This is an optimization exercise on Yosys and OpenROAD, whose aim is small area, not a production implementation.
The RTL was checked by simulation tests, not by an equivalence proof against the original design.
Power figures rest on the tool's default switching activity, not on a simulated workload.

== build 76 ==
Design cpu_operand_stack, start of the top module:
module cpu_operand_stack
#(
  parameter int WIDTH = cpu_stack_pkg::STACK_WIDTH,
  parameter int DEPTH = cpu_stack_pkg::STACK_DEPTH,
  parameter int TOPS  = 2,
  parameter int POP_W = cpu_stack_pkg::STACK_POP_W
) (
  input  logic                       clk,
  input  logic                       rst,
  input  logic                       st__pop,
  input  logic [POP_W-1:0]           st__to_pop,
  input  logic                       st__push,
  input  logic [WIDTH-1:0]           st__to_push,
  input  logic                       st__flush,
  input  logic                       st__err_clr,
  output logic [TOPS*WIDTH-1:0]      st__top,
  output logic [$clog2(DEPTH+1)-1:0] st__count,
  output logic                       st__empty,
  output logic                       st__full,
  output logic                       st__err_overflow,
  output logic                       st__err_underflow
);
Size in the first run: ~2,300 flip-flops, about 130 I/O pins, about 72,000 sq um of cells after synthesis.
clock: 10.0 ns
lec_check: 0
cap_margin: 10
core_margin: 2
core_utilization: 50
slew_margin: 10
standard.sh (not shown) runs the stock make flow with config.mk's settings and CLKGATE_MAP_FILE= SYNTH_SCRIPT=/design/flow/synth_recipe.tcl, a recipe that flattens the netlist after the stock synthesis.
==> flow/flow/run.sh <==
#!/bin/bash
# The standard.sh layout with these changes:
#  - ABC's area script is replaced by an area-only mapping (flow/abc_area.script)
#  - CTS clusters up to 25 sinks (50 um) per leaf buffer and inserts no dummy loads
#  - the port buffers are buf_1 cells
set -euo pipefail
rm -rf scripts_mod
cp -r "$FLOW_HOME/scripts" scripts_mod
cp flow/abc_area.script scripts_mod/abc_area.script
bash standard.sh SCRIPTS_DIR="$PWD/scripts_mod" ABC_AREA=1 \
  "CTS_ARGS=-sink_clustering_enable -repair_clock_nets -dont_use_dummy_load -sink_clustering_size 25 -sink_clustering_max_diameter 50" \
  "BUFFER_PORTS_ARGS=-buffer_cell sky130_fd_sc_hd__buf_1" \
  finish > standard_make.log 2>&1
==> flow/flow/abc_area.script <==
strash
&get -n
&dch -f
&nf -a -R 1000
&put
The following lists how build 19 was set up differently from build 76:
- SLEW_MARGIN now 5, was 10
- CORE_UTILIZATION now 70, was 50
- CAP_MARGIN now 5, was 10
==> flow/flow/run.sh <==
#!/bin/bash
# The standard.sh layout with these changes:
#  - ABC's area script is replaced by an area-only mapping (flow/abc_area.script)
#  - CTS clusters up to 28 sinks (65 um) per leaf buffer and inserts no dummy loads
#  - the port buffers are buf_1 cells
set -euo pipefail
rm -rf scripts_mod
cp -r "$FLOW_HOME/scripts" scripts_mod
cp flow/abc_area.script scripts_mod/abc_area.script
bash standard.sh SCRIPTS_DIR="$PWD/scripts_mod" ABC_AREA=1 \
  "CTS_ARGS=-sink_clustering_enable -repair_clock_nets -dont_use_dummy_load -sink_clustering_size 28 -sink_clustering_max_diameter 65" \
  "BUFFER_PORTS_ARGS=-buffer_cell sky130_fd_sc_hd__buf_1" \
  finish > standard_make.log 2>&1
==> comparison <==
In summary, build 19 completed successfully, with a layout that passed the timing, DRC and antenna checks.
Clock skew delta (build 19 − build 76): unfavourable
Average vias per placed instance: build 19 vs build 76 up 11%
Delta (build 19 minus build 76): worst setup slack went up, final cell count without fillers lower, layout net count lost 0.74%, routed wire length on met3 now sits higher.
Going from build 76 to build 19, top-level port count essentially unchanged, maximum achievable frequency increased about 4.5%, wire length of the first global-routing pass decreased 5.3%.
Setup changes, build 19 to build 15
- CAP_MARGIN now 10, was 5
- CORE_UTILIZATION now 62, was 70
- SLEW_MARGIN now 10, was 5
### Flow results
In the metrics for build 19 and build 15, the one carrying the higher filler cell count is build 15. Diff build 19 -> build 15: final period utilization rose by 1.6 points, insertion delay to the later sink of the worst-skew pair fell by 30 ps, sum of routed wire length over all layers rose by 2.6%, total power rose by about 1.4%.
For build 26, these inputs were changed with respect to build 15:
- changing SLEW_MARGIN from 10 to 5
- changing CORE_UTILIZATION from 62 to 70
- changing CAP_MARGIN from 10 to 5
==> flow/flow/run.sh <==
#!/bin/bash
# The standard.sh layout with these changes:
#  - ABC's area script is replaced by an area-only mapping (flow/abc_area.script)
#  - CTS clusters up to 16 sinks (50 um) per clkbuf_8 leaf buffer and inserts no dummy loads
#  - the port buffers are buf_1 cells
set -euo pipefail
rm -rf scripts_mod
cp -r "$FLOW_HOME/scripts" scripts_mod
cp flow/abc_area.script scripts_mod/abc_area.script
bash standard.sh SCRIPTS_DIR="$PWD/scripts_mod" ABC_AREA=1 \
  "CTS_ARGS=-sink_clustering_enable -repair_clock_nets -dont_use_dummy_load -sink_clustering_size 16 -sink_clustering_max_diameter 50 -buf_list sky130_fd_sc_hd__clkbuf_8 -root_buf sky130_fd_sc_hd__clkbuf_16" \
  "BUFFER_PORTS_ARGS=-buffer_cell sky130_fd_sc_hd__buf_1" \
  finish > standard_make.log 2>&1
==> results.txt <==
[build 26 vs build 15] number of standard cells in the layout, taps in and fillers out: lower in build 26. Taking build 15 as the reference, in build 26 leakage power figure down 1.0%; cell count along the critical path now sits higher. Per the comparison of build 26 with build 15, number of diodes added for antenna fixing grew by 4; highest achievable clock rate went up 0.0035 GHz; routed wire length now sits lower.

cpu_operand_stack, a different RTL version from the one above (not shown whole).
For scale: ~6000 cells after synthesis, roughly 2300 flip-flops, roughly 130 I/O pins.
export LEC_CHECK = 0
export CAP_MARGIN = 5
export CORE_MARGIN = 2
export CORE_UTILIZATION = 76
export SLEW_MARGIN = 5
create_clock -name core_clock -period 10.0 [get_ports {clk}]
==> flow/flow/run.sh <==
#!/bin/bash
# The standard.sh layout with these changes:
#  - ABC's area script is replaced by an area-only mapping (flow/abc_area.script)
#  - CTS clusters up to 16 sinks (50 um) per clkbuf_8 leaf buffer and inserts no dummy loads
#  - the port buffers are buf_1 cells
set -euo pipefail
rm -rf scripts_mod
cp -r "$FLOW_HOME/scripts" scripts_mod
cp flow/abc_area.script scripts_mod/abc_area.script
bash standard.sh SCRIPTS_DIR="$PWD/scripts_mod" ABC_AREA=1 \
  "CTS_ARGS=-sink_clustering_enable -repair_clock_nets -dont_use_dummy_load -sink_clustering_size 16 -sink_clustering_max_diameter 50 -buf_list sky130_fd_sc_hd__clkbuf_8 -root_buf sky130_fd_sc_hd__clkbuf_16" \
  "BUFFER_PORTS_ARGS=-buffer_cell sky130_fd_sc_hd__buf_1" \
  finish > standard_make.log 2>&1
Scripts as last shown in full above: flow/flow/abc_area.script
Rerun with:
==> flow/flow/run.sh (replaced) <==
#!/bin/bash
# The standard.sh layout with these changes:
#  - ABC's area script is replaced by an area-only mapping (flow/abc_area.script)
#  - CTS clusters up to 20 sinks (55 um) per clkbuf_8 leaf buffer and inserts no dummy loads
#  - the port buffers are buf_1 cells
set -euo pipefail
rm -rf scripts_mod
cp -r "$FLOW_HOME/scripts" scripts_mod
cp flow/abc_area.script scripts_mod/abc_area.script
bash standard.sh SCRIPTS_DIR="$PWD/scripts_mod" ABC_AREA=1 \
  "CTS_ARGS=-sink_clustering_enable -repair_clock_nets -dont_use_dummy_load -sink_clustering_size 20 -sink_clustering_max_diameter 55 -buf_list sky130_fd_sc_hd__clkbuf_8 -root_buf sky130_fd_sc_hd__clkbuf_16" \
  "BUFFER_PORTS_ARGS=-buffer_cell sky130_fd_sc_hd__buf_1" \
  finish > standard_make.log 2>&1
CORE_UTILIZATION = 70   (was 76)
=> The new run finished clean. First-iteration DRC count came out lower by about a fifth. Cell area shrinks slightly. Die area is higher by a little under a tenth. Maximum frequency hardly moves. Via count shrinks by a few percent. Total power shrinks by a few percent. Global-route usage came out lower by 5.2 points. Worst hold slack stays flat. Sequential power barely changes. Count of clock-buffer cells in the layout shrinks by 27.
Rerun with:
==> flow/flow/run.sh (replaced) <==
#!/bin/bash
# The standard.sh layout with these changes:
#  - ABC's area script is replaced by an area-only mapping (flow/abc_area.script)
#  - CTS clusters up to 18 sinks (50 um) per clkbuf_8 leaf buffer and inserts no dummy loads
#  - the port buffers are buf_1 cells
set -euo pipefail
rm -rf scripts_mod
cp -r "$FLOW_HOME/scripts" scripts_mod
cp flow/abc_area.script scripts_mod/abc_area.script
bash standard.sh SCRIPTS_DIR="$PWD/scripts_mod" ABC_AREA=1 \
  "CTS_ARGS=-sink_clustering_enable -repair_clock_nets -dont_use_dummy_load -sink_clustering_size 18 -sink_clustering_max_diameter 50 -buf_list sky130_fd_sc_hd__clkbuf_8 -root_buf sky130_fd_sc_hd__clkbuf_16" \
  "BUFFER_PORTS_ARGS=-buffer_cell sky130_fd_sc_hd__buf_1" \
  finish > standard_make.log 2>&1
CAP_MARGIN = 10   (was 5)
CORE_UTILIZATION = 73   (was 70)
SLEW_MARGIN = 10   (was 5)
Outcome: The changed run finished clean. Power climbs by 1.4%. Via count climbs by 1.2%. Global-route usage climbs by 2.2 points.
Rerun with:
CORE_UTILIZATION = 70   (was 73)
Effect:
- flip-flop and latch count is unchanged
- design area stays flat
- cell count is higher by 0.93%
- clock power hardly moves
- total power hardly moves

what the ideal ports hide:
How much do the figures lean on ideal ports? The routed layouts below were timed once more, with nothing changed but the port constraints.
Step 1 (the two cells are an assumption about what drives the block):
set clk [get_ports {clk}]
set_driving_cell -lib_cell sky130_fd_sc_hd__clkbuf_16 $clk
set_driving_cell -lib_cell sky130_fd_sc_hd__buf_2 [delete_from_list [all_inputs] $clk]
Step 2 adds t to the input delays and takes it off the output delays; t is the mean of the earliest and latest rising clock arrival at the registers after step 1. Input paths then give back, and output paths get back, about the clock's delay inside the block.
Slacks: no drivers / after step 1 / after step 2; pairs: no drivers / after step 1.
run	t, ns	setup slack, ns	hold slack, ns
build 76	0.857	1.488 / 1.405 / 2.145	0.433 / 0.433 / 0.433
build 19	0.800	1.858 / 1.782 / 2.121	0.436 / 0.436 / 0.436
build 15	0.813	1.702 / 1.618 / 2.365	0.435 / 0.435 / 0.435
build 26	0.823	1.936 / 1.857 / 2.192	0.436 / 0.436 / 0.436
the first run of note 2	0.827	1.362 / 1.282 / 2.080	0.441 / 0.441 / 0.441
the second run of note 2	0.797	1.374 / 1.298 / 2.096	0.441 / 0.441 / 0.441
the third run of note 2	0.802	1.625 / 1.542 / 2.139	0.439 / 0.439 / 0.439
the fourth run of note 2	0.794	1.602 / 1.526 / 2.205	0.442 / 0.442 / 0.442
After both steps every run listed still meets setup and hold.
